From an optimization exercise on the open Yosys and OpenROAD flow, aimed at small area; shortcuts taken in it are not production practice.
RTL that was checked went through simulation tests only; none was proved equivalent to the original.
Only the layout flow was run in run 3; the RTL was not checked for function there.
Power and IR drop assume default switching activity.

**flow/design.v**
```verilog
package tbu_pkg;
  localparam int num_states = 16;
  localparam int state_w    = 4;    
  localparam int x_min   = 6;       
  localparam int blk_len = 10;      
  localparam int mem_depth = 32;    
  localparam int entry_w   = state_w + 1;   
  typedef logic [state_w-1:0] state_t;
  typedef logic [num_states*state_w-1:0] stage_prev_t;
  typedef logic [num_states-1:0] stage_desc_t;
  typedef logic [$clog2(mem_depth)-1:0] mem_addr_t;
  typedef logic [num_states*entry_w-1:0] mem_word_t;
  typedef logic [$clog2(blk_len)-1:0] blk_idx_t;
  typedef enum logic [1:0] {
    tb_idle,
    tb_discard,
    tb_emit
  } tb_state_e;
endpackage
`timescale 1ns/1ns
module survivor_write (
  input  logic                 clk,
  input  logic                 sys_rst,
  input  logic                 in_valid,
  input  tbu_pkg::stage_prev_t prev_state,
  input  tbu_pkg::stage_desc_t decision,
  output logic                 wr_en,
  output tbu_pkg::mem_addr_t   wr_addr,
  output tbu_pkg::mem_word_t   wr_data,
  output logic                 tb_start,
  output tbu_pkg::mem_addr_t   tb_addr
);
  localparam int fill_len = tbu_pkg::x_min + tbu_pkg::blk_len;
  tbu_pkg::mem_addr_t wr_ptr;
  tbu_pkg::mem_word_t packed_word;
  tbu_pkg::blk_idx_t  blk_cnt;                 
  logic [$clog2(fill_len+1)-1:0] stage_cnt;    
  logic               filled;
  logic               fire;
  logic               start_pend;              
  always_comb begin
    for (int s = 0; s < tbu_pkg::num_states; s++) begin
      packed_word[s*tbu_pkg::entry_w +: tbu_pkg::entry_w] =
        {decision[s], prev_state[s*tbu_pkg::state_w +: tbu_pkg::state_w]};
    end
  end
  assign filled = (stage_cnt == fill_len);
  assign fire   = in_valid && (filled ? (blk_cnt == tbu_pkg::blk_idx_t'(tbu_pkg::blk_len - 1))
                                      : (stage_cnt == fill_len - 1));
  always_ff @(posedge clk) begin
    if (sys_rst) begin
      wr_en      <= 1'b0;
      wr_ptr     <= '0;
      stage_cnt  <= '0;
      blk_cnt    <= '0;
      start_pend <= 1'b0;
      tb_start   <= 1'b0;
    end else begin
      wr_en      <= in_valid;
      start_pend <= fire;
      tb_start   <= start_pend;   
      if (in_valid) begin
        wr_ptr <= (wr_ptr == tbu_pkg::mem_addr_t'(tbu_pkg::mem_depth - 1)) ? '0 : wr_ptr + 1'b1;
        if (!filled) begin
          stage_cnt <= stage_cnt + 1'b1;
        end else if (blk_cnt == tbu_pkg::blk_idx_t'(tbu_pkg::blk_len - 1)) begin
          blk_cnt <= '0;
        end else begin
          blk_cnt <= blk_cnt + 1'b1;
        end
      end
    end
  end
  always_ff @(posedge clk) begin
    if (in_valid) begin
      wr_addr <= wr_ptr;
      wr_data <= packed_word;
    end
    if (start_pend) begin
      tb_addr <= wr_addr;   
    end
  end
endmodule
`timescale 1ns/1ns
module survivor_mem (
  input  logic               clk,
  input  logic               wr_en,
  input  tbu_pkg::mem_addr_t wr_addr,
  input  tbu_pkg::mem_word_t wr_data,
  input  tbu_pkg::mem_addr_t rd_addr,
  output tbu_pkg::mem_word_t rd_data
);
  tbu_pkg::mem_word_t mem [tbu_pkg::mem_depth];
  always_ff @(posedge clk) begin
    if (wr_en) begin
      mem[wr_addr] <= wr_data;
    end
  end
  always_ff @(posedge clk) begin
    rd_data <= mem[rd_addr];
  end
endmodule
`timescale 1ns/1ns
module traceback_engine (
  input  logic               clk,
  input  logic               sys_rst,
  input  logic               tb_start,
  input  tbu_pkg::mem_addr_t tb_addr,
  input  tbu_pkg::mem_word_t rd_data,
  output tbu_pkg::mem_addr_t rd_addr,
  output logic               bit_valid,
  output logic               bit_data
);
  tbu_pkg::tb_state_e fsm;
  tbu_pkg::state_t    cur_state;    
  tbu_pkg::mem_addr_t addr_q;       
  tbu_pkg::mem_addr_t addr_prev;
  tbu_pkg::blk_idx_t  step_cnt;
  logic [tbu_pkg::entry_w-1:0] cur_entry;
  assign rd_addr = (fsm == tbu_pkg::tb_idle) ? tb_addr : addr_q;
  assign addr_prev = (rd_addr == '0) ? tbu_pkg::mem_addr_t'(tbu_pkg::mem_depth - 1)
                                     : rd_addr - 1'b1;
  assign cur_entry = rd_data[int'(cur_state)*tbu_pkg::entry_w +: tbu_pkg::entry_w];
  always_ff @(posedge clk) begin
    if (sys_rst) begin
      fsm       <= tbu_pkg::tb_idle;
      cur_state <= '0;
      addr_q    <= '0;
      step_cnt  <= '0;
      bit_valid <= 1'b0;
    end else begin
      bit_valid <= 1'b0;
      case (fsm)
        tbu_pkg::tb_idle: begin
          if (tb_start) begin
            fsm       <= tbu_pkg::tb_discard;
            cur_state <= '0;   
            addr_q    <= addr_prev;
            step_cnt  <= '0;
          end
        end
        tbu_pkg::tb_discard: begin
          cur_state <= cur_entry[tbu_pkg::state_w-1:0];
          addr_q    <= addr_prev;
          if (step_cnt == tbu_pkg::blk_idx_t'(tbu_pkg::x_min - 1)) begin
            fsm      <= tbu_pkg::tb_emit;
            step_cnt <= '0;
          end else begin
            step_cnt <= step_cnt + 1'b1;
          end
        end
        tbu_pkg::tb_emit: begin
          cur_state <= cur_entry[tbu_pkg::state_w-1:0];
          addr_q    <= addr_prev;
          bit_valid <= 1'b1;   
          if (step_cnt == tbu_pkg::blk_idx_t'(tbu_pkg::blk_len - 1)) begin
            fsm      <= tbu_pkg::tb_idle;
            step_cnt <= '0;
          end else begin
            step_cnt <= step_cnt + 1'b1;
          end
        end
        default: fsm <= tbu_pkg::tb_idle;
      endcase
    end
  end
  always_ff @(posedge clk) begin
    if (fsm == tbu_pkg::tb_emit) begin
      bit_data <= cur_entry[tbu_pkg::state_w];   
    end
  end
endmodule
`timescale 1ns/1ns
module bit_reorder (
  input  logic clk,
  input  logic sys_rst,
  input  logic bit_valid,
  input  logic bit_data,
  output logic out_valid,
  output logic out_bit
);
  logic [tbu_pkg::blk_len-1:0] bank [2];
  logic              wr_bank;
  logic              rd_bank;
  logic              rd_active;
  tbu_pkg::blk_idx_t wr_idx;    
  tbu_pkg::blk_idx_t rd_idx;    
  assign out_valid = rd_active;
  assign out_bit   = bank[rd_bank][rd_idx];
  always_ff @(posedge clk) begin
    if (sys_rst) begin
      wr_bank   <= 1'b0;
      wr_idx    <= tbu_pkg::blk_idx_t'(tbu_pkg::blk_len - 1);
      rd_bank   <= 1'b0;
      rd_idx    <= '0;
      rd_active <= 1'b0;
    end else begin
      if (rd_active) begin
        if (rd_idx == tbu_pkg::blk_idx_t'(tbu_pkg::blk_len - 1)) begin
          rd_active <= 1'b0;
        end else begin
          rd_idx <= rd_idx + 1'b1;
        end
      end
      if (bit_valid) begin
        if (wr_idx == '0) begin
          wr_idx    <= tbu_pkg::blk_idx_t'(tbu_pkg::blk_len - 1);
          wr_bank   <= ~wr_bank;
          rd_bank   <= wr_bank;
          rd_idx    <= '0;
          rd_active <= 1'b1;
        end else begin
          wr_idx <= wr_idx - 1'b1;
        end
      end
    end
  end
  always_ff @(posedge clk) begin
    if (bit_valid) begin
      bank[wr_bank][wr_idx] <= bit_data;
    end
  end
endmodule
`timescale 1ns/1ns
module tbu_top (
  input  logic                 clk,
  input  logic                 sys_rst,
  input  logic                 in_valid,     
  input  tbu_pkg::stage_prev_t prev_state,
  input  tbu_pkg::stage_desc_t decision,
  output logic                 out_valid,
  output logic                 out_bit
);
  logic               wr_en;
  tbu_pkg::mem_addr_t wr_addr;
  tbu_pkg::mem_word_t wr_data;
  logic               tb_start;
  tbu_pkg::mem_addr_t tb_addr;
  tbu_pkg::mem_addr_t rd_addr;
  tbu_pkg::mem_word_t rd_data;
  logic               bit_valid;
  logic               bit_data;
  survivor_write u_write (
    .clk        (clk),
    .sys_rst    (sys_rst),
    .in_valid   (in_valid),
    .prev_state (prev_state),
    .decision   (decision),
    .wr_en      (wr_en),
    .wr_addr    (wr_addr),
    .wr_data    (wr_data),
    .tb_start   (tb_start),
    .tb_addr    (tb_addr)
  );
  survivor_mem u_mem (
    .clk     (clk),
    .wr_en   (wr_en),
    .wr_addr (wr_addr),
    .wr_data (wr_data),
    .rd_addr (rd_addr),
    .rd_data (rd_data)
  );
  traceback_engine u_engine (
    .clk       (clk),
    .sys_rst   (sys_rst),
    .tb_start  (tb_start),
    .tb_addr   (tb_addr),
    .rd_data   (rd_data),
    .rd_addr   (rd_addr),
    .bit_valid (bit_valid),
    .bit_data  (bit_data)
  );
  bit_reorder u_reorder (
    .clk       (clk),
    .sys_rst   (sys_rst),
    .bit_valid (bit_valid),
    .bit_data  (bit_data),
    .out_valid (out_valid),
    .out_bit   (out_bit)
  );
endmodule
```
**flow/run.sh**
```bash
#!/bin/bash
# synth_recipe.tcl (not shown) runs the flow's synth.tcl, then flattens the netlist and writes it again
# the make line also repeats each setting of config.mk as NAME=value (left out here)
make -C /OpenROAD-flow-scripts/flow DESIGN_CONFIG=/design/flow/config.mk WORK_HOME=/design/flow/orfs CLKGATE_MAP_FILE= SYNTH_SCRIPT=/design/flow/synth_recipe.tcl finish
```
**flow/config.mk**
```make
export PLATFORM = sky130hd
export DESIGN_NAME = tbu_top
export DESIGN_NICKNAME = tbu_top
export VERILOG_FILES = /design/flow/design.v
export SDC_FILE = /design/flow/constraint.sdc
export NUM_CORES = 4
export LEC_CHECK = 0
export CAP_MARGIN = 20
export CORE_MARGIN = 2
export CORE_UTILIZATION = 45
export SLEW_MARGIN = 20
```
**flow/constraint.sdc**
```tcl
create_clock -name core_clock -period 5.0 [get_ports {clk}]
set_input_delay 1.0000 -clock core_clock [delete_from_list [all_inputs] [get_ports {clk}]]
set_output_delay 1.0000 -clock core_clock [all_outputs]
set_load 0.01 [all_outputs]
```
==> flow_metrics.py, run 1 <==
metrics = {
    "status": {
        "status": "complete, no violations",
    },
    "sta": {
        "slew_headroom": 0.196,
        "final.setup.tns_ns": 0,
        "drv_slew": 0,
        "fmaxAchievable_ghz": 0.235,
        "rsz0062_at_grt": "no",
        "hold_viol": 0,
        "skew_ns": 0.0618,
        "min_period_ns": 4.26,
        "worst_pin_slew_ns": 1.20,
        "setup_violations": 0,
        "finalCritPeriodShare": 0.852,
    },
    "detailed_routing": {
        "vias_per_cell": 6.41,
        "initialDrtViolationCount": 9420,
        "wl_microns": 321000,
        "wl_per_cell_microns": 32.5,
        "ant_nets": 0,
        "vias": 63403,
        "drt_pre_antenna_iters": 8,
        "drc": 0,
    },
    "final_layout": {
        "layoutNonFillerInstCount": 9896,
        "fin_nets": 6739,
        "drive_above_1_share": 0.115,
        "area_growth_pct": 14.5,
        "n_fill_cell": 18455,
    },
    "critical_path": {
        "critPathTopFamily": "multiplexers",
        "crit_fanout": 5,
        "slowest_stage": "mux4_2",
        "crit_buf_inv": 2,
        "cpMostUsedCell": "mux4_2",
        "cp-start-kind": "flop",
        "crit_chain": "mux4_2 -> mux4_2 -> inv_1 -> o21ai_0 -> clkdlybuf4s50_1",
        "arrival_ns": 3.26,
        "slowest_delay_ns": 0.57,
        "crit_type": "flop to primary output",
        "r2r_setup_slack_ns": 1.34,
        "worstSetupEndpointType": "primary output",
        "cp.required_ns": 4.00,
    },
    "yosys": {
        "syn-num-nets": 6585,
        "syn_area_per_cell_sq_um": 16.1,
        "synthArstFlopShare": 0,
        "seq_area_frac_synth": 0.793,
        "ys_warn_count": 4,
        "yosys_most_used_dff": "edfxtp_1",
        "synth_cells": 6490,
        "netlist_area_sq_um": 104000,
        "ys_types": 62,
        "ys_ff_latch": 2796,
        "synth-edff-count": 2671,
    },
    "placement": {
        "io_buffer_count": 84,
        "gp_congestion": 0.799,
        "place_inst": 9354,
        "hpwlAfterDp_microns": 158000,
    },
    "pwr": {
        "leakagePower_nw": 37.2,
        "vdd_ir_drop_max_mv": 0.258,
        "total_power_mw": 48.0,
        "p_per_area_nw_per_um2": 402,
    },
    "global_route": {
        "grtUsageTotal": 0.267,
        "grt_overflow": 0,
        "grt_pass1_vias": 60972,
        "grt_max_degree": 120,
        "antenna_found_initial": 5,
        "grt_pass1_wl_microns": 453000,
    },
    "clocking": {
        "cts_tree": "done",
        "clock_sinks": 2796,
        "root_buffer": "clkbuf_16",
        "clk_latency_ns": 0.97,
        "cts_buffers": 307,
        "cts_resized": 0,
        "cts_buffer_depth": 4,
        "cts_max_level": 5,
        "postCtsHoldBufs": 0,
        "cts_setup_buffers": 0,
        "path_clk_slew_ns": 0.06,
    },
    "floorplan": {
        "rows": 176,
        "die_h_microns": 485,
        "die-area_sq_um": 236000,
        "coreArea_sq_um": 230000,
        "die_w_microns": 485,
        "initial_core_util": 0.453,
        "ioPinCount": 85,
    },
    "job": {
        "drv_cap": 0,
    },
    "hold_path": {
        "hp-class": "flop to flop",
    },
}
-- final cells by class --
| cell class | instances | area (sq um) | area share |
|---|---|---|---|
| sequential | 2796 | 82700 | 0.693 |
| multi-input combinational | 3234 | 19700 | 0.165 |
| clock buffer | 414 | 8360 | 0.0701 |
| timing repair buffer | 293 | 3810 | 0.0319 |
| tap | 3026 | 3790 | 0.0317 |
| clock inverter | 118 | 906 | 0.00759 |
| inverter | 12 | 45.0 | 0.000377 |
| antenna | 3 | 7.51 | 0.0000629 |
-- kinds of logic after synthesis --
family	count (synthesis)	synth area share
buf+inv	460	0.0209
compound gates	1584	0.0984
xor+xnor	11	0.000924
flops	2796	0.793
mux	42	0.00762
fa+ha+maj	12	0.00144
simple gates	1585	0.0772
-- final timing paths --
check	start	cells after the start	endpoint
setup / recovery	flop	5	out_bit
hold / removal	u_write.wr_ptr[4]	0	u_write.wr_addr[4]
setup reg to reg	u_engine.fsm[1]	8	u_mem.rd_data[77]
hold reg to reg	u_write.wr_ptr[4]	0	u_write.wr_addr[4]
-- metrics by stage --
step                      hold slack, ns  utilization  setup WS [ns]  area, sq um
after floorplan                    0.436            -         0.0638       104000
after global placement             0.453        0.477           1.42       110000
after detailed placement           0.458        0.478           1.40       110000
after CTS                          0.477        0.518          0.613       119000
after global routing               0.474        0.519          0.611       119000
final                              0.484        0.519          0.739       119000
-- synthesized netlist by cell type (all sizes together), types with 80 or more instances --
master | count | share of area
edfxtp | 2671 | 0.77
o22ai | 717 | 0.043
nor2 | 659 | 0.024
nor3 | 581 | 0.028
o21ai | 409 | 0.020
o221ai | 242 | 0.020
buf | 240 | 0.013
clkbuf | 208 | 0.0075
dfxtp | 125 | 0.024
nand2 | 104 | 0.0037
or3 | 87 | 0.0052
o21a | 81 | 0.0058
nor4b | 80 | 0.011
o211ai | 80 | 0.0058
-- layer usage --
metal | GRT usage | up-vias | wire length (microns)
met4 | 0.0878 | 2 | 10200
met5 | 0 | - | 12
met2 | 0.431 | 3685 | 153000
met3 | 0.0404 | 609 | 30300
li1 | - | 26383 | -
met1 | 0.374 | 32724 | 128000
-- where the power goes --
part	internal, mW	total, mW	leakage [nW]	switching, mW
clock network	12.3	21.2	4.54	8.93
logic	0.104	0.306	7.51	0.202
registers	26.0	26.4	25.1	0.454
total	38.4	48.0	37.2	9.58
-- flip-flops by register name (all words and copies together) (netlist names), 2 cells and up, named ones only --
register	cells
u_engine.addr_q	5
u_engine.cur_state	4
u_engine.fsm	2
u_engine.step_cnt	4
u_mem.mem	2560
u_mem.rd_data	80
u_reorder.bank	20
u_reorder.rd_idx	4
u_reorder.wr_idx	4
u_write.blk_cnt	4
u_write.stage_cnt	5
u_write.tb_addr	5
u_write.wr_addr	5
u_write.wr_data	80
u_write.wr_ptr	5
-- cell usage in the layout (no fill, tap or decap), drive strengths merged, types with 81 or more instances in the layout --
master,netlist,layout
or3,87,87
o22ai,717,717
buf,240,211
o21a,81,81
nand2,104,104
o21ai,409,409
clkinv,0,96
dfxtp,125,125
edfxtp,2671,2671
nor3,581,581
o221ai,242,242
clkdlybuf4s50,0,82
nor2,659,659
clkbuf,208,414
==> run 2: changes to the inputs <==
==> flow/design.v (replaced) <==
package tbu_pkg;
  localparam int num_states = 16;
  localparam int state_w    = 4;    
  localparam int x_min   = 6;       
  localparam int blk_len = 10;      
  localparam int half = num_states / 2;
  typedef logic [state_w-1:0] state_t;
  typedef logic [num_states*state_w-1:0] stage_prev_t;
  typedef logic [num_states-1:0] stage_desc_t;
  typedef logic [blk_len-1:0] row_t;
  typedef logic [$clog2(blk_len)-1:0] blk_idx_t;
endpackage
`timescale 1ns/1ns
module tbu_top (
  input  logic                 clk,
  input  logic                 sys_rst,
  input  logic                 in_valid,     
  input  tbu_pkg::stage_prev_t prev_state,
  input  tbu_pkg::stage_desc_t decision,
  output logic                 out_valid,
  output logic                 out_bit
);
  localparam int NS  = tbu_pkg::num_states;
  localparam int SW  = tbu_pkg::state_w;
  localparam int H   = tbu_pkg::half;
  localparam int BL  = tbu_pkg::blk_len;
  localparam int XM  = tbu_pkg::x_min;
  localparam int PL  = BL - SW;   
  tbu_pkg::row_t rows_q [NS];    
  tbu_pkg::row_t old_q  [NS];    
  tbu_pkg::row_t tmp_q  [H];     
  logic [H*SW-1:0] pbuf_q;       
  logic [H-1:0]    dbuf_q;       
  logic              ph_b;       
  tbu_pkg::blk_idx_t pos_q;      
  logic              have_prev;  
  tbu_pkg::state_t   ptr_q;      
  tbu_pkg::blk_idx_t rd_idx;
  logic              rd_active;
  tbu_pkg::state_t sel [H];
  logic            din [H];
  tbu_pkg::row_t   gat [H];
  tbu_pkg::row_t   nrow [H];
  always_comb begin
    for (int r = 0; r < H; r++) begin
      sel[r] = ph_b ? pbuf_q[r*SW +: SW] : prev_state[r*SW +: SW];
      din[r] = ph_b ? dbuf_q[r] : decision[r];
      gat[r] = rows_q[sel[r]];
      nrow[r][0] = din[r];
      nrow[r][PL-1:1] = gat[r][PL-2:0];
      if (pos_q == '0) begin
        nrow[r][BL-1:PL] = sel[r];
      end else if (pos_q < tbu_pkg::blk_idx_t'(XM)) begin
        nrow[r][BL-1:PL] = gat[r][BL-1:PL];
      end else begin
        nrow[r][BL-1:PL] = gat[r][BL-2:PL-1];
      end
    end
  end
  always_ff @(posedge clk) begin
    pbuf_q <= prev_state[NS*SW-1:H*SW];
    dbuf_q <= decision[NS-1:H];
    for (int r = 0; r < H; r++) tmp_q[r] <= nrow[r];
    if (ph_b) begin
      for (int r = 0; r < H; r++) begin
        rows_q[r]   <= tmp_q[r];
        rows_q[H+r] <= nrow[r];
      end
    end
    if (in_valid && pos_q == '0) begin
      for (int s = 0; s < NS; s++) old_q[s] <= rows_q[s];
    end
  end
  always_ff @(posedge clk) begin
    if (sys_rst) begin
      ph_b      <= 1'b0;
      pos_q     <= '0;
      have_prev <= 1'b0;
      rd_active <= 1'b0;
      rd_idx    <= '0;
    end else begin
      ph_b <= in_valid;
      if (ph_b) begin
        if (pos_q == tbu_pkg::blk_idx_t'(BL - 1)) begin
          pos_q     <= '0;
          have_prev <= 1'b1;
        end else begin
          pos_q <= pos_q + 1'b1;
        end
      end
      if (rd_active) begin
        if (rd_idx == '0) rd_active <= 1'b0;
        else              rd_idx    <= rd_idx - 1'b1;
      end
      if (in_valid && have_prev && pos_q == tbu_pkg::blk_idx_t'(XM - 1)) begin
        rd_active <= 1'b1;
        rd_idx    <= tbu_pkg::blk_idx_t'(BL - 1);
      end
    end
  end
  always_ff @(posedge clk) begin
    if (in_valid && pos_q == tbu_pkg::blk_idx_t'(XM - 1)) begin
      ptr_q <= nrow[0][BL-1:PL];
    end
  end
  assign out_valid = rd_active;
  assign out_bit   = old_q[ptr_q][rd_idx];
endmodule
--- a/flow/config.mk
+++ b/flow/config.mk
@@ -5,6 +5,7 @@
 export SDC_FILE = /design/flow/constraint.sdc
 export NUM_CORES = 4
 export LEC_CHECK = 0
+export ABC_AREA = 1
 export CAP_MARGIN = 20
 export CORE_MARGIN = 2
 export CORE_UTILIZATION = 45
==> flow_metrics.py, run 2 <==
metrics = {
    "pwr": {
        "leakagePower_nw": 12.0,
        "p_per_area_nw_per_um2": 367,
        "vdd_ir_drop_max_mv": 0.306,
    },
    "yosys": {
        "syn_area_per_cell_sq_um": 7.54,
        "netlist_area_sq_um": 25800,
        "yosysTopAreaCell": "edfxtp_1",
        "synth-edff-count": 324,
        "seq_area_frac_synth": 0.478,
        "synthArstFlopShare": 0,
        "synth_most_common_cell": "nand2_1",
        "synth_cells": 3426,
        "synth_common_cells": "nand2_1, nor2_1, edfxtp_1, inv_1, o21ai_0",
        "synth.area.top_cells": "edfxtp_1, nand2_1, dfxtp_1",
        "syn-num-nets": 3510,
        "ys_warn_count": 8,
        "yosys_most_used_dff": "edfxtp_1",
        "ys_types": 42,
        "synth_top_area_frac": 0.377,
        "ys_ff_latch": 455,
    },
    "detailed_routing": {
        "drt_pre_antenna_iters": 11,
        "vias_per_cell": 6.58,
        "wl_microns": 151000,
        "drc": 0,
        "initialDrtViolationCount": 5036,
        "vias": 28467,
        "ant_nets": 0,
        "wl_per_cell_microns": 34.9,
    },
    "sta": {
        "finalCritPeriodShare": 0.966,
        "hold_viol": 0,
        "rsz0062_at_grt": "no",
        "skew_ns": 0.0367,
        "setup_violations": 0,
        "fmaxAchievable_ghz": 0.207,
        "setup_slack_ns": 0.172,
        "final.setup.tns_ns": 0,
        "drv_slew": 0,
        "min_period_ns": 4.83,
        "worst_pin_slew_ns": 1.15,
        "slew_headroom": 0.233,
    },
    "clocking": {
        "root_buffer": "clkbuf_16",
        "postCtsHoldBufs": 0,
        "clk_latency_ns": 0.65,
        "cts_tree": "done",
        "cts_setup_buffers": 0,
        "path_clk_slew_ns": 0.07,
        "cts_buffers": 50,
        "cts_max_level": 2,
        "clock_sinks": 455,
        "cts_resized": 0,
        "cts_buffer_depth": 3,
    },
    "global_route": {
        "grt_overflow": 0,
        "grt_max_degree": 105,
        "grt_pass1_wl_microns": 203000,
        "grtUsageTotal": 0.495,
        "grt_pass1_vias": 25477,
        "antenna_found_initial": 17,
    },
    "placement": {
        "place_inst": 4218,
        "gp_congestion": 1.15,
        "pre_cts_ws_ns": 0.969,
        "hpwlAfterDp_microns": 115000,
        "io_buffer_count": 84,
    },
    "final_layout": {
        "reg_top3": "old_q: 160 flops, rows_q: 160 flops, tmp_q: 80 flops",
        "fin_nets": 3598,
        "post-route-util": 0.517,
        "n_fill_cell": 5352,
        "drive_above_1_share": 0.0956,
        "final_cell_mix": "nand2_1, nor2_1, edfxtp_1",
        "area_growth_pct": 13.4,
        "layout_commonest_cell": "nand2_1",
        "layoutNonFillerInstCount": 4324,
    },
    "floorplan": {
        "die_h_microns": 244,
        "ioPinCount": 85,
        "die-area_sq_um": 59300,
        "initial_core_util": 0.456,
        "coreArea_sq_um": 56600,
        "die_w_microns": 244,
        "rows": 87,
    },
    "hold_path": {
        "hp-class": "flop to flop",
    },
    "critical_path": {
        "cp-start-kind": "flop",
        "crit_type": "flop to primary output",
        "cpMostUsedCell": "nand2_1",
        "slowest_stage": "nor2_1",
        "worstSetupEndpointType": "primary output",
        "crit_buf_inv": 3,
        "arrival_ns": 3.83,
        "cp.required_ns": 4.00,
        "crit_fanout": 9,
        "crit_chain": "inv_1 -> nand2_1 -> nor2_1 -> nand2_1 -> nand2_1 -> nor2_1 -> nand2_1 -> o21ai_0 -> nand2_1 -> nand2_1 -> nand2_1 -> inv_1 -> nand2_1 -> nand2_1 -> nand2_1 -> clkdlybuf4s50_1",
        "slowest_delay_ns": 0.84,
        "critPathTopFamily": "simple AND/OR/NAND/NOR gates",
    },
    "status": {
        "status": "complete, no violations",
    },
    "job": {
        "drv_cap": 0,
    },
}
## run 2: cell types whose count changed after synthesis, moves of 234 or more
cell	change
o22ai_1	-665
nor3_1	-535
edfxtp_1	-2347
inv_1	+239
o221ai_1	-234
nand2_1	+1153
## run 2: worst paths after layout
kind | endpoint | slack, ns | cells past startpoint | startpoint
hold / removal | rows_q[1][3] | 0.40 | 0 | tmp_q[1][3]
setup / recovery | out_bit | 0.17 | 16 | ptr_q[3]
setup reg to reg | rows_q[12][6] | 0.71 | 14 | ph_b
hold reg to reg | rows_q[1][3] | 0.40 | 0 | tmp_q[1][3]
## run 2: metrics by stage
step | power, mW | instance area (sq um) | hold slack [ns]
2_1_floorplan | 5.67 | 25800 | 0.386
3_3_place_gp | 6.68 | 27500 | 0.386
3_5_place_dp | 6.69 | 27500 | 0.389
4_1_cts | 10.5 | 29300 | 0.400
5_1_grt | 10.9 | 29300 | 0.406
6_report | 10.8 | 29300 | 0.399
## run 2: cells by family (layout without fill, tap and decap cells)
kind of cell    Yosys count  after routing  synth area share
buf+inv                 378            507            0.0593
mux                       8              8           0.00349
other cells               0             13                 0
flops                   455            455             0.478
compound gates          484            484             0.115
simple gates           2100           2100             0.343
fa+ha+maj                 1              1          0.000485
## run 2: layout make-up
class / count / area, sq um / area share
tap: 756 / 946 / 0.0323
clock buffer: 65 / 1370 / 0.0467
sequential: 455 / 12400 / 0.422
multi-input combinational: 2593 / 12000 / 0.408
clock inverter: 28 / 355 / 0.0121
antenna: 13 / 32.5 / 0.00111
timing repair buffer: 124 / 1180 / 0.0402
inverter: 290 / 1090 / 0.0372
## run 2: per-layer routing
layer	wire length [microns]	share of wire	vias up	GRT usage
met5	163	0.0011	-	0
met4	12600	0.083	8	0.320
met3	25600	0.17	720	0.228
met2	58400	0.39	2869	0.676
met1	54100	0.36	13283	0.626
li1	-	-	11587	-
## run 2: report_power, final
| group | switching [mW] | leakage (nW) | total, mW | internal, mW |
|---|---|---|---|---|
| sequential | 0.557 | 4.20 | 5.07 | 4.51 |
| clock | 1.69 | 0.841 | 3.92 | 2.23 |
| combinational | 1.35 | 7.01 | 1.77 | 0.415 |
==> run 3: changes to the inputs <==
--- a/flow/design.v
+++ b/flow/design.v
@@ -103,6 +103,9 @@
       ptr_q <= nrow[0][BL-1:PL];
     end
   end
-  assign out_valid = rd_active;
-  assign out_bit   = old_q[ptr_q][rd_idx];
+  always_ff @(posedge clk) begin
+    if (sys_rst) out_valid <= 1'b0;
+    else         out_valid <= rd_active;
+    out_bit <= old_q[ptr_q][rd_idx];
+  end
 endmodule
==> flow/flow/run.sh (new file) <==
#!/bin/bash
# Standard layout with three changes:
#  - synthesis maps the logic with the area-oriented ABC script in
#    flow/abc_area.script (ABC_AREA must be 1); the synthesis script itself
#    and the flip-flop mapping are ORFS's own;
#  - the port buffers are the smallest buffer cell;
#  - clock tree synthesis uses small clock buffers and no dummy loads.
set -euo pipefail
W=$(pwd)
rm -rf "$W/scripts_synth"
cp -r "$FLOW_HOME/scripts" "$W/scripts_synth"
cp "$W/flow/abc_area.script" "$W/scripts_synth/abc_area.script"
bash standard.sh SCRIPTS_DIR="$W/scripts_synth" synth > "$W/synth.log" 2>&1
bash standard.sh \
  "BUFFER_PORTS_ARGS=-buffer_cell sky130_fd_sc_hd__buf_1" \
  "CTS_ARGS=-sink_clustering_enable -repair_clock_nets -dont_use_dummy_load -buf_list {sky130_fd_sc_hd__clkbuf_4 sky130_fd_sc_hd__clkbuf_8}" \
  > "$W/layout.log" 2>&1
==> flow/flow/abc_area.script (new file) <==
strash
&get -n
&fraig -x
&put
scorr
dc2
dretime
strash
&get -n
&dch -f
&nf -R 1000
&put
==> flow/standard.sh (new file) <==
#!/bin/bash
# synth_recipe.tcl (not shown) runs the flow's synth.tcl, then flattens the netlist and writes it again
# the make line also repeats each setting of config.mk as NAME=value (left out here)
make -C /OpenROAD-flow-scripts/flow DESIGN_CONFIG=/design/flow/config.mk WORK_HOME=/design/flow/orfs CLKGATE_MAP_FILE= SYNTH_SCRIPT=/design/flow/synth_recipe.tcl "${@:-finish}"
--- a/flow/config.mk
+++ b/flow/config.mk
@@ -8,5 +8,5 @@
 export ABC_AREA = 1
 export CAP_MARGIN = 20
 export CORE_MARGIN = 2
-export CORE_UTILIZATION = 45
+export CORE_UTILIZATION = 30
 export SLEW_MARGIN = 20
removed: flow/run.sh
==> flow_metrics.py, run 3 <==
metrics = {
    "yosys": {
        "ys_types": 39,
        "yosysTopAreaCell": "edfxtp_1",
        "netlist_area_sq_um": 21000,
        "synth.area.top_cells": "edfxtp_1, a222oi_1, dfxtp_1",
        "yosys_most_used_dff": "edfxtp_1",
        "syn_area_per_cell_sq_um": 12.3,
        "synth_cells": 1700,
        "ys_ff_latch": 457,
        "synth_most_common_cell": "edfxtp_1",
        "seq_area_frac_synth": 0.591,
        "synth_common_cells": "edfxtp_1, a222oi_1, nor2_1, nand2_1, dfxtp_1",
        "synthArstFlopShare": 0,
        "syn-num-nets": 1784,
        "ys_warn_count": 8,
        "synth_top_area_frac": 0.464,
        "synth-edff-count": 324,
    },
    "pwr": {
        "p_sw_frac": 0.304,
        "p_int_mw": 6.21,
        "vdd_ir_drop_max_mv": 0.285,
        "combPwrFrac": 0.117,
        "leakagePower_nw": 7.85,
        "p_per_area_nw_per_um2": 369,
        "clkPwrFrac": 0.301,
        "switchingPower_mw": 2.72,
        "power_frac_seq": 0.582,
        "total_power_mw": 8.93,
    },
    "critical_path": {
        "crit_buf_inv": 1,
        "crit_fanout": 21,
        "cp.required_ns": 5.48,
        "cp-start-kind": "flop",
        "worstSetupEndpointType": "flop",
        "arrival_ns": 4.33,
        "slowest_delay_ns": 0.99,
        "critPathTopFamily": "simple AND/OR/NAND/NOR gates",
        "crit_chain": "buf_4 -> mux2i_1 -> nand2b_1 -> nor2_1 -> a222oi_1 -> and3_1 -> nand4_1 -> o21ai_0 -> a21oi_1 -> o21bai_1",
        "crit_type": "flop to flop",
        "slowest_stage": "nor2_1",
    },
    "floorplan": {
        "ioPinCount": 85,
        "rows": 96,
        "initial_core_util": 0.304,
        "die-area_sq_um": 72000,
        "die_h_microns": 268,
        "die_w_microns": 268,
        "coreArea_sq_um": 68800,
    },
    "detailed_routing": {
        "initialDrtViolationCount": 6456,
        "wl_microns": 112000,
        "vias": 21510,
        "ant_nets": 0,
        "drc": 0,
        "vias_per_cell": 7.46,
        "wl_per_cell_microns": 38.8,
        "drt_pre_antenna_iters": 17,
    },
    "final_layout": {
        "layoutNonFillerInstCount": 2882,
        "multiInputGateArea_sq_um": 8590,
        "final_cell_mix": "edfxtp_1, a222oi_1, nor2_1",
        "fin_nets": 2032,
        "regArea_sq_um": 12400,
        "finalInstanceArea_sq_um": 24200,
        "post-route-util": 0.352,
        "layout_commonest_cell": "edfxtp_1",
        "area_growth_pct": 15.6,
        "n_fill_cell": 6704,
        "reg_top3": "old_q: 160 flops, rows_q: 160 flops, tmp_q: 80 flops",
        "drive_above_1_share": 0.0879,
    },
    "sta": {
        "drv_slew": 0,
        "finalCritPeriodShare": 0.770,
        "setup_violations": 0,
        "worst_pin_slew_ns": 1.33,
        "hold_ws_ns": 0.385,
        "rsz0062_at_grt": "no",
        "hold_viol": 0,
        "min_period_ns": 3.85,
        "skew_ns": 0.0683,
        "slew_headroom": 0.108,
        "fmaxAchievable_ghz": 0.260,
        "setup_slack_ns": 1.15,
        "final.setup.tns_ns": 0,
    },
    "clocking": {
        "cts_max_level": 3,
        "cts_buffer_depth": 3,
        "cts_tree": "done",
        "postCtsHoldBufs": 0,
        "cts_setup_buffers": 0,
        "path_clk_slew_ns": 0.06,
        "cts_buffers": 75,
        "clk_latency_ns": 0.70,
        "clock_sinks": 457,
        "root_buffer": "clkbuf_8",
        "cts_resized": 0,
    },
    "global_route": {
        "grt_pass1_vias": 20711,
        "grt_overflow": 0,
        "grt_max_degree": 67,
        "grt_pass1_wl_microns": 156000,
        "grtUsageTotal": 0.304,
        "antenna_found_initial": 9,
    },
    "placement": {
        "io_buffer_count": 84,
        "gp_congestion": 1.08,
        "place_inst": 2799,
        "hpwlAfterDp_microns": 73600,
        "dpl_cell_area_sq_um": 23200,
        "pre_cts_ws_ns": 1.34,
    },
    "hold_path": {
        "hp-class": "flop to flop",
    },
    "status": {
        "status": "complete, no violations",
    },
    "job": {
        "drv_cap": 0,
    },
}
[run 3: changes by cell type in the layout (fill, tap and decap cells not counted), sizes merged, moves of 95 or more]
| cell | change |
|---|---|
| a22oi | +126 |
| nor2 | -343 |
| a222oi | +307 |
| nand2 | -1156 |
| o21ai | -253 |
| nand3 | -95 |
| buf | +131 |
| inv | -296 |
[run 3: area by class of cell]
class,instances,share of cell area
Tap cell,931,0.0481
Multi-Input combinational cell,1239,0.355
Clock buffer,75,0.0426
Inverter,4,0.000620
Sequential cell,457,0.512
Antenna cell,5,0.000517
Timing Repair Buffer,171,0.0415
[run 3: final timing paths]
path,startpoint,endpoint,slack (ns),cells after the start
hold reg to reg,tmp_q[1][1],rows_q[1][1],0.39,0
hold / removal,tmp_q[1][1],rows_q[1][1],0.39,0
setup / recovery,ph_b,rows_q[13][7],1.15,10
setup reg to reg,ph_b,rows_q[13][7],1.15,10
[run 3: layer usage]
metal  track usage  up-vias  wire [microns]
met5       0.00338        -               0
li1              -     8104               -
met3         0.147      687           19300
met2         0.428     2415           44800
met1         0.382    10304           40300
met4         0.160        0            7430
[run 3: power groups by stage]
stage	logic [mW]	registers, mW	clock network (mW)
floorplan	0.616	4.83	0
global route	1.10	5.16	2.88
global placement	0.979	5.16	0
CTS	0.995	5.09	2.73
detailed placement	0.991	5.17	0
finish	1.04	5.20	2.69
[run 3: cells by family after synthesis]
group	share of synthesized area
compound gates	0.261
flops	0.591
buf+inv	0.000716
mux	0.0196
xor+xnor	0.000418
simple gates	0.126
fa+ha+maj	0.000597
==> run 4: changes to the inputs <==
--- a/flow/design.v
+++ b/flow/design.v
@@ -103,9 +103,6 @@
       ptr_q <= nrow[0][BL-1:PL];
     end
   end
-  always_ff @(posedge clk) begin
-    if (sys_rst) out_valid <= 1'b0;
-    else         out_valid <= rd_active;
-    out_bit <= old_q[ptr_q][rd_idx];
-  end
+  assign out_valid = rd_active;
+  assign out_bit   = old_q[ptr_q][rd_idx];
 endmodule
==> flow_metrics.py, run 4 <==
metrics = {
    "global_route": {
        "use_met3": 0.130,
        "grt_util_met1": 0.392,
        "grt_pass1_vias": 20702,
        "grt_pass1_wl_microns": 157000,
        "grt_max_degree": 83,
        "grt_overflow": 0,
        "antenna_found_initial": 3,
        "grtUsageMet2": 0.443,
        "top_usage_layer": "met2",
        "grtUsageTotal": 0.306,
    },
    "pwr": {
        "p_per_area_nw_per_um2": 368,
        "total_power_mw": 8.94,
        "vdd_ir_drop_max_mv": 0.242,
        "leakagePower_nw": 7.90,
    },
    "detailed_routing": {
        "vias_per_cell": 7.32,
        "wl_per_cell_microns": 38.7,
        "drt_pre_antenna_iters": 15,
        "ant_nets": 0,
        "wl_microns": 112000,
        "drc": 0,
        "vias": 21202,
        "initialDrtViolationCount": 6178,
    },
    "status": {
        "status": "complete, no violations",
    },
    "critical_path": {
        "crit_chain": "nand2b_1 -> nor3_1 -> buf_4 -> a222oi_1 -> nand4_1 -> a221oi_1 -> and3_1 -> nor3_1 -> o21ai_0 -> a21o_1 -> nand3_1 -> buf_1",
        "slowest_delay_ns": 0.50,
        "cp.required_ns": 4.00,
        "crit_buf_inv": 2,
        "critPathTopFamily": "simple AND/OR/NAND/NOR gates",
        "crit_type": "flop to primary output",
        "r2r_setup_slack_ns": 0.95,
        "slowest_stage": "nor3_1",
        "cp-start-kind": "flop",
        "worstSetupEndpointType": "primary output",
        "arrival_ns": 3.41,
        "cpMostUsedCell": "nor3_1",
        "crit_fanout": 7,
    },
    "placement": {
        "hpwlAfterDp_microns": 75200,
        "place_inst": 2817,
        "dpl_cell_area_sq_um": 23200,
        "io_buffer_count": 84,
        "gp_congestion": 1.02,
    },
    "sta": {
        "worst_pin_slew_ns": 1.25,
        "drv_slew": 0,
        "min_period_ns": 4.41,
        "rsz0062_at_grt": "no",
        "setup_violations": 0,
        "fmaxAchievable_ghz": 0.227,
        "final.setup.tns_ns": 0,
        "slew_headroom": 0.164,
        "hold_viol": 0,
        "finalCritPeriodShare": 0.881,
        "skew_ns": 0.0846,
    },
    "yosys": {
        "seq_area_frac_synth": 0.591,
        "yosysTopAreaCell": "edfxtp_1",
        "yosys_most_used_dff": "edfxtp_1",
        "synth-edff-count": 324,
        "synth_most_common_cell": "edfxtp_1",
        "synth_top_area_frac": 0.466,
        "syn_area_per_cell_sq_um": 12.3,
        "synthArstFlopShare": 0,
        "synth_common_cells": "edfxtp_1, a222oi_1, nor2_1, nand2_1, a22oi_1",
        "synth_cells": 1700,
        "synth.area.top_cells": "edfxtp_1, a222oi_1, dfxtp_1",
        "ys_ff_latch": 455,
        "syn-num-nets": 1784,
        "netlist_area_sq_um": 20900,
        "ys_warn_count": 8,
        "ys_types": 40,
    },
    "final_layout": {
        "reg_top3": "old_q: 160 flops, rows_q: 160 flops, tmp_q: 80 flops",
        "drive_above_1_share": 0.0957,
        "area_growth_pct": 16.2,
        "final_cell_mix": "edfxtp_1, a222oi_1, nor2_1",
        "layoutNonFillerInstCount": 2898,
        "layout_commonest_cell": "edfxtp_1",
        "finalInstanceArea_sq_um": 24300,
        "fin_nets": 2051,
    },
    "clocking": {
        "root_buffer": "clkbuf_8",
        "cts_buffer_depth": 3,
        "cts_buffers": 79,
        "path_clk_slew_ns": 0.06,
        "postCtsHoldBufs": 0,
        "cts_max_level": 3,
        "clk_latency_ns": 0.70,
        "cts_tree": "done",
        "cts_resized": 0,
        "cts_setup_buffers": 0,
        "clock_sinks": 455,
    },
    "floorplan": {
        "die_w_microns": 268,
        "die-area_sq_um": 71800,
        "coreArea_sq_um": 68800,
        "die_h_microns": 268,
        "initial_core_util": 0.304,
        "rows": 96,
        "ioPinCount": 85,
    },
    "hold_path": {
        "hp-class": "flop to flop",
    },
    "job": {
        "drv_cap": 0,
    },
}
==> run 4: cell count changes after synthesis, moves of 6 or more <==
cell and change:
a22o_1 -13, o211ai_1 -11, a22oi_1 +10, a21boi_0 +8, and4_1 -8, nand4_1 +7, a211o_1 -6
==> run 4: per-stage QoR <==
stage               hold slack [ns]  setup slack, ns  utilization
finish                        0.382            0.594        0.353
global route                  0.382            0.336        0.353
CTS                           0.363            0.549        0.353
detailed placement            0.389             1.31        0.337
global placement              0.386             1.24        0.337
floorplan                     0.386            0.900            -
==> run 4: report_power, final <==
group / switching [mW] / leakage (nW) / internal, mW
Combinational: 0.657 / 3.13 / 0.361
Clock: 1.37 / 0.568 / 1.38
Sequential: 0.663 / 4.20 / 4.51
Total: 2.69 / 7.90 / 6.25
==> run 4: logic make-up (layout without fill, tap and decap cells) <==
kind of cell	after synthesis	in the layout	synth area share
simple gates	558	558	0.126
compound gates	639	639	0.261
fa+ha+maj	1	1	0.000599
flops	455	455	0.591
xor+xnor	1	1	0.000419
buf+inv	4	269	0.000718
other cells	0	2	0
mux	42	42	0.0208
==> run 4: layer usage <==
metal,vias up,part of all wire
li1,8144,-
met1,10239,0.37
met2,2236,0.41
met3,583,0.16
met4,0,0.062
met5,-,0
==> run 4: layout make-up <==
class / instances / area (sq um)
multi-input combinational: 1241 / 8550
tap: 931 / 1160
inverter: 4 / 15.0
sequential: 455 / 12400
timing repair buffer: 186 / 1090
fill: 6744 / 44600
antenna: 2 / 5.00
clock buffer: 79 / 1090
==> run 4: final timing paths <==
kind,start,end,depth (start not counted)
min reg2reg,tmp_q[5][6],rows_q[5][6],0
max,ptr_q[2],out_bit,12
min,tmp_q[5][6],rows_q[5][6],0
max reg2reg,ph_b,rows_q[10][7],9
==> run 5: changes to the inputs <==
==> flow/flow/run.sh (replaced) <==
#!/bin/bash
# Standard layout with three changes:
#  - synthesis maps the logic with the area-oriented ABC script in
#    flow/abc_area.script (ABC_AREA must be 1); the synthesis script itself
#    and the flip-flop mapping are ORFS's own;
#  - the port buffers are the smallest buffer cell;
#  - clock tree synthesis uses clkbuf_8 buffers, clusters of up to 16
#    flip-flops and no dummy loads.
set -euo pipefail
W=$(pwd)
rm -rf "$W/scripts_synth"
cp -r "$FLOW_HOME/scripts" "$W/scripts_synth"
cp "$W/flow/abc_area.script" "$W/scripts_synth/abc_area.script"
bash standard.sh SCRIPTS_DIR="$W/scripts_synth" synth > "$W/synth.log" 2>&1
bash standard.sh \
  "BUFFER_PORTS_ARGS=-buffer_cell sky130_fd_sc_hd__buf_1" \
  "CTS_ARGS=-sink_clustering_enable -repair_clock_nets -dont_use_dummy_load -sink_clustering_size 16 -sink_clustering_max_diameter 50 -buf_list {sky130_fd_sc_hd__clkbuf_8}" \
  > "$W/layout.log" 2>&1
--- a/flow/config.mk
+++ b/flow/config.mk
@@ -9,4 +9,5 @@
 export CAP_MARGIN = 20
 export CORE_MARGIN = 2
 export CORE_UTILIZATION = 30
+export GPL_TIMING_DRIVEN = 0
 export SLEW_MARGIN = 20
==> flow_metrics.py, run 5 <==
metrics = {
    "final_layout": {
        "reg_top3": "old_q: 160 flops, rows_q: 160 flops, tmp_q: 80 flops",
        "layout_commonest_cell": "edfxtp_1",
        "n_fill_cell": 6734,
        "finalInstanceArea_sq_um": 23500,
        "area_growth_pct": 12.5,
        "post-route-util": 0.342,
        "drive_above_1_share": 0.0636,
        "fin_nets": 1941,
        "final_cell_mix": "edfxtp_1, a222oi_1, nand2_1",
    },
    "clocking": {
        "path_clk_slew_ns": 0.09,
        "clock_sinks": 455,
        "postCtsHoldBufs": 0,
        "cts_setup_buffers": 0,
        "cts_tree": "done",
        "cts_buffers": 46,
        "cts_max_level": 2,
        "cts_resized": 0,
        "cts_buffer_depth": 3,
        "root_buffer": "clkbuf_8",
        "clk_latency_ns": 0.69,
    },
    "pwr": {
        "clkPwrFrac": 0.251,
        "power_frac_seq": 0.627,
        "combPwrFrac": 0.122,
        "switchingPower_mw": 2.49,
        "p_sw_frac": 0.305,
        "vdd_ir_drop_max_mv": 0.204,
        "p_int_mw": 5.66,
        "total_power_mw": 8.14,
        "leakagePower_nw": 7.30,
        "p_per_area_nw_per_um2": 346,
    },
    "yosys": {
        "synthArstFlopShare": 0,
        "synth_most_common_cell": "edfxtp_1",
        "synth_xor_xnor_area_share": 0.000419,
        "synth_top_family_by_area": "compound AO/OA/AOI/OAI gates",
        "synth-edff-count": 324,
        "synth.area.top_cells": "edfxtp_1, a222oi_1, dfxtp_1",
        "synth_compound_area_frac": 0.261,
        "syn-num-nets": 1784,
        "synth_top_area_frac": 0.466,
        "yosysTopAreaCell": "edfxtp_1",
        "yosys_most_used_dff": "edfxtp_1",
        "synthMuxAreaShare": 0.0208,
        "ys_types": 40,
        "synth_cells": 1700,
        "ys_warn_count": 8,
        "synthAdderAreaFrac": 0.000599,
        "netlist_area_sq_um": 20900,
        "yosys.area_share.simple": 0.126,
        "syn_area_per_cell_sq_um": 12.3,
        "seq_area_frac_synth": 0.591,
        "synth_common_cells": "edfxtp_1, a222oi_1, nor2_1, nand2_1, a22oi_1",
        "ys_ff_latch": 455,
    },
    "sta": {
        "min_period_ns": 4.69,
        "hold_ws_ns": 0.346,
        "slew_headroom": 0.0946,
        "rsz0062_at_grt": "no",
        "drv_slew": 0,
        "hold_viol": 0,
        "setup_violations": 0,
        "setup_slack_ns": 0.306,
        "worst_pin_slew_ns": 1.35,
        "skew_ns": 0.100,
        "finalCritPeriodShare": 0.939,
        "fmaxAchievable_ghz": 0.213,
    },
    "critical_path": {
        "crit_type": "flop to primary output",
        "cp-start-kind": "flop",
        "cp.required_ns": 4.00,
        "arrival_ns": 3.69,
        "slowest_delay_ns": 0.73,
        "crit_chain": "nand2b_1 -> nor2_2 -> a222oi_1 -> nand4_1 -> o21ai_0 -> a21oi_1 -> o21ai_0 -> a21o_1 -> nand3_1 -> buf_1",
        "slowest_stage": "nor2_2",
        "critPathTopFamily": "simple AND/OR/NAND/NOR gates",
        "worstSetupEndpointType": "primary output",
        "crit_buf_inv": 1,
        "cpMostUsedCell": "o21ai_0",
        "crit_fanout": 10,
    },
    "placement": {
        "io_buffer_count": 84,
        "dpl_cell_area_sq_um": 22900,
        "hpwlAfterDp_microns": 72200,
        "gp_congestion": 0.996,
        "pre_cts_ws_ns": 0.547,
    },
    "global_route": {
        "grt_pass1_wl_microns": 148000,
        "grt_overflow": 0,
        "grt_max_degree": 65,
        "antenna_found_initial": 2,
        "grt_pass1_vias": 20120,
        "grtUsageTotal": 0.286,
    },
    "detailed_routing": {
        "wl_per_cell_microns": 38.1,
        "ant_nets": 0,
        "vias_per_cell": 7.39,
        "drt_pre_antenna_iters": 22,
        "drc": 0,
        "vias": 20595,
        "initialDrtViolationCount": 6339,
        "wl_microns": 106000,
    },
    "floorplan": {
        "die_h_microns": 268,
        "die-area_sq_um": 71800,
        "coreArea_sq_um": 68800,
        "die_w_microns": 268,
        "rows": 96,
        "initial_core_util": 0.304,
        "ioPinCount": 85,
    },
    "hold_path": {
        "hp-class": "flop to flop",
    },
    "status": {
        "status": "complete, no violations",
    },
    "job": {
        "drv_cap": 0,
    },
}
[run 5: changes by cell type in the layout (fill, tap and decap cells not counted), moves of 3 or more]
| cell | previous run | this run |
|---|---|---|
| nor2_1 | 167 | 135 |
| buf_4 | 101 | 11 |
| buf_16 | 0 | 7 |
| nor3_2 | 0 | 6 |
| clkbuf_8 | 79 | 46 |
| nor2_2 | 2 | 34 |
| nor3_1 | 18 | 12 |
| buf_2 | 0 | 3 |
[run 5: through the flow]
| step | cells | TNS, ns |
|---|---|---|
| finish | 2787 | 0 |
| global route | 2787 | 0 |
| CTS | 2785 | 0 |
| detailed placement | 2739 | 0 |
| global placement | 2715 | -334.28 |
| floorplan | 1700 | 0 |
[run 5: cells by family after synthesis]
family                     after synthesis
buffers and inverters                    4
adders and majority gates                1
and+or+nand+nor                        558
DFF                                    455
muxes                                   42
xor gates and xnor gates                 1
AOI/OAI and AO/OA                      639
[run 5: final timing paths]
check,start,endpoint,slack (ns),depth (start not counted)
worst max register to register,ph_b,rows_q[14][7],0.34,10
worst min-delay path,tmp_q[7][6],rows_q[7][6],0.35,0
worst max-delay path,ptr_q[3],out_bit,0.31,10
worst min register to register,tmp_q[7][6],rows_q[7][6],0.35,0
[run 5: layer usage]
metal | GRT usage | routed length, microns | up-vias
met4 | 0.127 | 5760 | 0
met5 | 0.0115 | 0 | -
met1 | 0.374 | 38700 | 9951
met3 | 0.110 | 18100 | 530
met2 | 0.418 | 43600 | 2204
li1 | - | - | 7910
[run 5: layout make-up]
cell class | instances | area, sq um | area share
diodes | 1 | 2.50 | 0.000106
clock buffers | 46 | 633 | 0.0269
inverters | 4 | 15.0 | 0.000639
multi-input cells | 1241 | 8670 | 0.369
flip-flops and latches | 455 | 12400 | 0.525
well taps | 931 | 1160 | 0.0495
repair buffers | 109 | 668 | 0.0284
[run 5: power by group through the flow]
stage               Clock, mW  Combinational, mW  Sequential (mW)
detailed placement          0              0.955             5.11
global placement            0              0.879             5.13
floorplan                   0              0.600             4.81
finish                   2.04              0.997             5.10
CTS                      2.07              0.958             5.02
global route             2.22               1.05             5.08
==> run 6: changes to the inputs <==
--- a/flow/design.v
+++ b/flow/design.v
@@ -45,16 +45,9 @@
     for (int r = 0; r < H; r++) begin
       sel[r] = ph_b ? pbuf_q[r*SW +: SW] : prev_state[r*SW +: SW];
       din[r] = ph_b ? dbuf_q[r] : decision[r];
-      gat[r] = rows_q[sel[r]];
-      nrow[r][0] = din[r];
-      nrow[r][PL-1:1] = gat[r][PL-2:0];
-      if (pos_q == '0) begin
-        nrow[r][BL-1:PL] = sel[r];
-      end else if (pos_q < tbu_pkg::blk_idx_t'(XM)) begin
-        nrow[r][BL-1:PL] = gat[r][BL-1:PL];
-      end else begin
-        nrow[r][BL-1:PL] = gat[r][BL-2:PL-1];
-      end
+      gat[r] = rows_q[sel[r]];   
+      nrow[r] = {gat[r][BL-2:0], din[r]};
+      if (pos_q == '0) nrow[r][SW:1] = sel[r];
     end
   end
   always_ff @(posedge clk) begin
@@ -103,6 +96,9 @@
       ptr_q <= nrow[0][BL-1:PL];
     end
   end
-  assign out_valid = rd_active;
-  assign out_bit   = old_q[ptr_q][rd_idx];
+  always_ff @(posedge clk) begin
+    if (sys_rst) out_valid <= 1'b0;
+    else         out_valid <= rd_active;
+    out_bit <= old_q[ptr_q][rd_idx];
+  end
 endmodule
==> flow_metrics.py, run 6 <==
metrics = {
    "yosys": {
        "ys_warn_count": 8,
        "synth-edff-count": 324,
        "ys_types": 43,
        "synth_common_cells": "edfxtp_1, a222oi_1, nor2_1, dfxtp_1, a22oi_1",
        "yosysTopAreaCell": "edfxtp_1",
        "syn-num-nets": 1620,
        "synth_cells": 1536,
        "netlist_area_sq_um": 20000,
        "synth_top_family_by_area": "compound AO/OA/AOI/OAI gates",
        "yosys_most_used_dff": "edfxtp_1",
        "synthMuxAreaShare": 0.0205,
        "synthArstFlopShare": 0,
        "yosys.area_share.simple": 0.113,
        "synth_top_area_frac": 0.486,
        "synthAdderAreaFrac": 0.000624,
        "synth_xor_xnor_area_share": 0.000437,
        "synth_compound_area_frac": 0.247,
        "seq_area_frac_synth": 0.618,
        "synth.area.top_cells": "edfxtp_1, a222oi_1, dfxtp_1",
        "ys_ff_latch": 457,
        "syn_area_per_cell_sq_um": 13.0,
        "synth_most_common_cell": "edfxtp_1",
    },
    "critical_path": {
        "crit_chain": "buf_16 -> buf_12 -> mux2i_1 -> nand2_1 -> nor2_2 -> a222oi_1 -> nand4_1 -> a221oi_1 -> a22oi_1",
        "crit_fanout": 46,
        "critPathTopFamily": "simple AND/OR/NAND/NOR gates",
        "r2r_start": "ph_b",
        "crit_buf_inv": 2,
        "r2r_end": "rows_q[10][4]",
        "cp-start-kind": "flop",
        "arrival_ns": 4.67,
        "r2r_setup_slack_ns": 0.77,
        "r2r_cells": 9,
        "crit_type": "flop to flop",
        "slowest_stage": "nor2_2",
        "slowest_delay_ns": 0.86,
        "worstSetupEndpointType": "flop",
        "cp.required_ns": 5.44,
    },
    "placement": {
        "gp_congestion": 0.984,
        "pre_cts_ws_ns": 0.959,
        "hpwlAfterDp_microns": 67400,
        "io_buffer_count": 84,
    },
    "final_layout": {
        "layout_commonest_cell": "edfxtp_1",
        "drive_above_1_share": 0.0616,
        "fin_nets": 1774,
        "n_fill_cell": 6410,
        "regArea_sq_um": 12400,
        "final_cell_mix": "edfxtp_1, a222oi_1, dfxtp_1",
        "multiInputGateArea_sq_um": 7760,
        "reg_top3": "old_q: 160 flops, rows_q: 160 flops, tmp_q: 80 flops",
        "area_growth_pct": 12.4,
    },
    "clocking": {
        "root_buffer": "clkbuf_8",
        "clk_latency_ns": 0.68,
        "cts_tree": "done",
        "postCtsHoldBufs": 0,
        "path_clk_slew_ns": 0.09,
        "cts_setup_buffers": 0,
        "cts_max_level": 2,
        "cts_buffer_depth": 3,
        "cts_buffers": 46,
        "clock_sinks": 457,
        "cts_resized": 0,
    },
    "pwr": {
        "leakagePower_nw": 6.97,
        "vdd_ir_drop_max_mv": 0.163,
        "p_per_area_nw_per_um2": 357,
    },
    "floorplan": {
        "die_w_microns": 262,
        "rows": 94,
        "initial_core_util": 0.304,
        "die-area_sq_um": 68900,
        "die_h_microns": 262,
        "coreArea_sq_um": 66000,
        "ioPinCount": 85,
    },
    "global_route": {
        "grt_overflow": 0,
        "grt_pass1_vias": 18273,
        "antenna_found_initial": 4,
        "grtUsageTotal": 0.284,
        "grt_pass1_wl_microns": 141000,
        "grt_max_degree": 62,
    },
    "hold_path": {
        "whs_path_depth": 0,
        "hold_end": "old_q[4][9]",
        "hp-class": "flop to flop",
        "hold_start": "rows_q[4][9]",
    },
    "sta": {
        "worst_pin_slew_ns": 1.23,
        "skew_ns": 0.100,
        "finalCritPeriodShare": 0.846,
        "final.setup.tns_ns": 0,
        "slew_headroom": 0.179,
        "setup_slack_ns": 0.770,
        "rsz0062_at_grt": "no",
        "setup_violations": 0,
        "min_period_ns": 4.23,
        "fmaxAchievable_ghz": 0.236,
        "hold_ws_ns": 0.360,
        "drv_slew": 0,
        "hold_viol": 0,
    },
    "detailed_routing": {
        "vias_per_cell": 7.38,
        "initialDrtViolationCount": 5471,
        "wl_microns": 101000,
        "wl_per_cell_microns": 39.6,
        "vias": 18851,
        "ant_nets": 0,
        "drc": 0,
        "drt_pre_antenna_iters": 14,
    },
    "status": {
        "status": "complete, no violations",
    },
    "job": {
        "drv_cap": 0,
    },
}
[run 6: cell count changes in the layout (fill, tap and decap cells not counted), moves of 11 or more]
| cell | change |
|---|---|
| a222oi_1 | -31 |
| nand2_1 | -46 |
| o21ai_0 | -39 |
| o22ai_1 | -14 |
| nand4_1 | -11 |
| a22oi_1 | -13 |
| a221oi_1 | +22 |
| nand3_1 | -13 |
[run 6: where the power goes]
part	switching [mW]	internal, mW	total, mW
clock network	1.20	0.814	2.02
registers	0.582	4.52	5.10
logic	0.609	0.319	0.928
[run 6: kinds of logic (layout without fill, tap and decap cells)]
family                     count (synthesis)  after routing
AOI/OAI and AO/OA                        564            564
xor gates and xnor gates                   1              1
adders and majority gates                  1              1
buffers and inverters                      3            155
DFF                                      457            457
muxes                                     40             40
other                                      0              2
and+or+nand+nor                          470            470
[run 6: area by class of cell]
cell class                 instances  share of cell area
sequential                       457               0.551
timing repair buffer             106              0.0281
inverter                           3            0.000500
tap                              864              0.0480
clock buffer                      46              0.0281
multi-input combinational       1076               0.345
antenna                            2            0.000222
[run 6: per-layer routing]
layer / share of wire / wire [microns] / global-route usage / vias up
met1: 0.37 / 37700 / 0.372 / 9246
met2: 0.42 / 43000 / 0.423 / 1914
met3: 0.15 / 15300 / 0.0939 / 452
met4: 0.052 / 5270 / 0.131 / 2
met5: 0.00019 / 19 / 0.00485 / -
li1: - / - / - / 7237
[run 6: how the worst max path moves through the flow]
stage | depth (start not counted) | endpoint | startpoint | slack, ns
floorplan | 2 | old_q[0][0] | pos_q[0] | 0.39
CTS | 10 | rows_q[10][4] | ph_b | 0.92
global route | 10 | rows_q[10][4] | ph_b | 0.73
detailed placement | 10 | rows_q[10][4] | ph_b | 0.96
global placement | 2 | old_q[9][0] | pos_q[0] | -1.81
finish | 9 | rows_q[10][4] | ph_b | 0.77
[run 6: stage by stage]
step | instances | total power, mW | instance area [sq um] | utilization
6_report | 2554 | 8.05 | 22500 | 0.341
4_1_cts | 2552 | 8.00 | 22500 | 0.341
2_1_floorplan | 1536 | 5.36 | 20100 | -
5_1_grt | 2553 | 8.27 | 22500 | 0.341
3_5_place_dp | 2506 | 6.01 | 21900 | 0.332
3_3_place_gp | 2484 | 5.97 | 21500 | 0.325
[run 6: worst reg2reg max path, stage by stage (launching register included)]
cell      delay [ns]
dfxtp_4         0.66
buf_16          0.30
buf_12          0.32
mux2i_1         0.72
nand2_1         0.32
nor2_2          0.86
a222oi_1        0.24
nand4_1         0.15
a221oi_1        0.09
a22oi_1         0.36
==> run 7: changes to the inputs <==
--- a/flow/flow/run.sh
+++ b/flow/flow/run.sh
@@ -1,7 +1,8 @@
 #!/bin/bash
 # Standard layout with three changes:
 #  - synthesis maps the logic with the area-oriented ABC script in
-#    flow/abc_area.script (ABC_AREA must be 1); the synthesis script itself
+#    flow/abc_area.script (repeated &dch and &nf passes)
+#    (ABC_AREA must be 1); the synthesis script itself
 #    and the flip-flop mapping are ORFS's own;
 #  - the port buffers are the smallest buffer cell;
 #  - clock tree synthesis uses clkbuf_8 buffers, clusters of up to 16
==> flow/flow/abc_area.script (replaced) <==
strash
&get -n
&fraig -x
&put
scorr
dc2
dretime
strash
&get -n
&dch -f
&nf -R 2000 -C 32
&put
&get -n
&dch -f
&nf -R 2000 -C 32
&put
&get -n
&dch -f
&nf -R 2000 -C 32
&put
&get -n
&dch -f
&nf -R 2000 -C 32
&put
--- a/flow/config.mk
+++ b/flow/config.mk
@@ -6,8 +6,8 @@
 export NUM_CORES = 4
 export LEC_CHECK = 0
 export ABC_AREA = 1
-export CAP_MARGIN = 20
+export CAP_MARGIN = 10
 export CORE_MARGIN = 2
 export CORE_UTILIZATION = 30
 export GPL_TIMING_DRIVEN = 0
-export SLEW_MARGIN = 20
+export SLEW_MARGIN = 10
==> flow_metrics.py, run 7 <==
metrics = {
    "status": {
        "status": "complete, no violations",
    },
    "clocking": {
        "cts_setup_buffers": 0,
        "cts_resized": 0,
        "cts_buffer_depth": 3,
        "cts_tree": "done",
        "clk_latency_ns": 0.68,
        "root_buffer": "clkbuf_8",
        "postCtsHoldBufs": 0,
        "path_clk_slew_ns": 0.09,
        "cts_buffers": 45,
        "clock_sinks": 457,
        "cts_max_level": 2,
    },
    "global_route": {
        "antenna_found_initial": 1,
        "grtUsageTotal": 0.275,
        "top_usage_layer": "met2",
        "grtUsageMet2": 0.393,
        "grt_pass1_wl_microns": 135000,
        "grt_overflow": 0,
        "grt_max_degree": 71,
        "use_met3": 0.119,
        "grt_util_met1": 0.357,
        "grt_pass1_vias": 18272,
    },
    "yosys": {
        "syn-num-nets": 1530,
        "synth_top_area_frac": 0.492,
        "synth_compound_area_frac": 0.249,
        "synth_most_common_cell": "a222oi_1",
        "synth_xor_xnor_area_share": 0.000887,
        "ys_warn_count": 8,
        "synth_cells": 1446,
        "seq_area_frac_synth": 0.627,
        "synth_top_family_by_area": "compound AO/OA/AOI/OAI gates",
        "ys_types": 33,
        "netlist_area_sq_um": 19800,
        "ys_ff_latch": 457,
        "synthAdderAreaFrac": 0.000633,
        "synthMuxAreaShare": 0.0242,
        "syn_area_per_cell_sq_um": 13.7,
        "yosys_most_used_dff": "edfxtp_1",
        "synthArstFlopShare": 0,
        "synth.area.top_cells": "edfxtp_1, a222oi_1, dfxtp_1",
        "synth_common_cells": "a222oi_1, edfxtp_1, nor2_1, dfxtp_1, a221oi_1",
        "yosysTopAreaCell": "edfxtp_1",
        "yosys.area_share.simple": 0.0970,
        "synth-edff-count": 324,
    },
    "floorplan": {
        "die-area_sq_um": 67900,
        "die_w_microns": 261,
        "ioPinCount": 85,
        "coreArea_sq_um": 65500,
        "initial_core_util": 0.302,
        "die_h_microns": 261,
        "rows": 94,
    },
    "pwr": {
        "vdd_ir_drop_max_mv": 0.191,
        "total_power_mw": 7.98,
        "leakagePower_nw": 6.72,
        "p_per_area_nw_per_um2": 360,
    },
    "final_layout": {
        "fin_nets": 1682,
        "layout_commonest_cell": "a222oi_1",
        "n_fill_cell": 6291,
        "reg_top3": "old_q: 160 flops, rows_q: 160 flops, tmp_q: 80 flops",
        "final_cell_mix": "a222oi_1, edfxtp_1, nor2_1",
        "area_growth_pct": 12.3,
        "post-route-util": 0.339,
        "drive_above_1_share": 0.0533,
    },
    "critical_path": {
        "cp-start-kind": "flop",
        "r2r_setup_slack_ns": 0.25,
        "r2r_start": "ph_b",
        "cp.required_ns": 5.35,
        "crit_type": "flop to flop",
        "r2r_cells": 9,
        "arrival_ns": 5.10,
        "crit_fanout": 64,
        "worstSetupEndpointType": "flop",
        "r2r_end": "rows_q[12][4]",
    },
    "detailed_routing": {
        "vias_per_cell": 7.61,
        "wl_per_cell_microns": 39.1,
        "drc": 0,
        "initialDrtViolationCount": 6504,
        "ant_nets": 0,
        "drt_pre_antenna_iters": 17,
        "wl_microns": 96400,
        "vias": 18747,
    },
    "sta": {
        "finalCritPeriodShare": 0.950,
        "drv_slew": 0,
        "setup_violations": 0,
        "fmaxAchievable_ghz": 0.211,
        "worst_pin_slew_ns": 1.32,
        "rsz0062_at_grt": "no",
        "hold_viol": 0,
        "hold_ws_ns": 0.358,
        "slew_headroom": 0.116,
        "skew_ns": 0.120,
        "min_period_ns": 4.75,
    },
    "hold_path": {
        "hold_end": "rows_q[1][5]",
        "hp-class": "flop to flop",
        "whs_path_depth": 0,
        "hold_start": "tmp_q[1][5]",
    },
    "placement": {
        "hpwlAfterDp_microns": 63600,
        "io_buffer_count": 84,
        "gp_congestion": 1.06,
    },
    "job": {
        "drv_cap": 0,
    },
}
-- run 7: cell types whose count changed in the layout (fill, tap and decap cells not counted), moves of 6 or more --
cell | previous run | this run
nand4_1 | 51 | 60
a222oi_1 | 278 | 327
a21boi_0 | 7 | 0
a22o_1 | 19 | 2
a32oi_1 | 1 | 9
mux2_1 | 8 | 14
a22oi_1 | 123 | 77
a221oi_1 | 69 | 92
and4_1 | 17 | 6
nand2_1 | 112 | 69
a21oi_1 | 40 | 17
nor2_2 | 25 | 9
nand2b_1 | 37 | 31
and3_1 | 19 | 13
-- run 7: cell families (layout without fill, tap and decap cells) --
group                    after synthesis  in the layout
AO/OA/AOI/OAI                        536            536
XOR/XNOR                               2              2
adder cells (fa/ha/maj)                1              1
other                                  0              4
AND/OR/NAND/NOR                      400            400
buffers and inverters                  4            154
flip-flops                           457            457
multiplexers                          46             46
-- run 7: how the worst max path moves through the flow --
stage / startpoint / endpoint / slack (ns) / cells after the start
global placement: ph_b / rows_q[12][4] / -2.91 / 7
detailed placement: ph_b / rows_q[12][4] / 0.67 / 9
CTS: ph_b / rows_q[12][4] / 0.61 / 9
global route: ph_b / rows_q[12][4] / 0.13 / 9
floorplan: ph_b / rows_q[10][1] / 0.01 / 8
finish: ph_b / rows_q[12][4] / 0.25 / 9
-- run 7: cell type report --
| type | count | area [sq um] | share of cell area |
|---|---|---|---|
| well taps | 864 | 1080 | 0.0487 |
| clock buffers | 45 | 619 | 0.0279 |
| repair buffers | 105 | 637 | 0.0287 |
| inverters | 4 | 15.0 | 0.000677 |
| diodes | 4 | 10.0 | 0.000451 |
| multi-input cells | 985 | 7430 | 0.335 |
| flip-flops and latches | 457 | 12400 | 0.559 |
-- run 7: worst max-delay path, stage by stage, from the launching register on --
cell	delay, ns
dfxtp_4	0.74
buf_16	0.34
buf_16	0.31
mux2i_1	0.87
nand2_1	0.23
nor2_1	0.79
a221oi_1	0.17
nand4_1	0.15
a221oi_1	0.06
a22oi_1	0.64
-- run 7: report_power, final --
part           switching [mW]  internal, mW  leakage (nW)  total, mW
clock network            1.17         0.797         0.324       1.97
logic                   0.629         0.310          2.20      0.939
registers               0.553          4.52          4.20       5.07
-- run 7: layer usage --
metal  wire [microns]  vias up
li1                 -     7064
met1            35000     9020
met2            39100     2101
met3            16100      560
met4             6090        2
met5              103        -
-- run 7: through the flow --
| step | setup TNS (ns) | cell area, sq um | worst slack, ns | instances |
|---|---|---|---|---|
| 2_1_floorplan | 0 | 19800 | 0.0106 | 1446 |
| 3_3_place_gp | -571.71 | 21200 | -2.91 | 2394 |
| 3_5_place_dp | 0 | 21600 | 0.673 | 2415 |
| 4_1_cts | 0 | 22200 | 0.606 | 2460 |
| 5_1_grt | 0 | 22200 | 0.127 | 2460 |
| 6_report | 0 | 22200 | 0.251 | 2464 |

[afterwards: timing with drivers on the ports]
No port has a modelled driver above. Below, the same layouts with a new extraction and two added sets of constraints. Step 1 sets driving cells, clkbuf_16 on the clock port and buf_2 on the other inputs (assumed; they add their load-dependent delay and slew). Step 2 times the ports against the registers' clock, not the clock port: input delays grow and output delays shrink by t, the midpoint of the rising clock arrivals with the driver on. a / b / c = no drivers / after step 1 / after step 2; a / b = the first two.
run	t (ns)	setup slack, ns
run 1	1.030	0.739 / 0.651 / 1.344
run 2	0.693	0.172 / 0.106 / 0.637
run 3	0.728	1.150 / 1.150 / 1.039
run 4	0.720	0.594 / 0.534 / 0.925
run 5	0.696	0.306 / 0.247 / 0.345
run 6	0.691	0.770 / 0.770 / 0.770
run 7	0.679	0.251 / 0.251 / 0.251
After both steps every run listed still meets setup and hold.
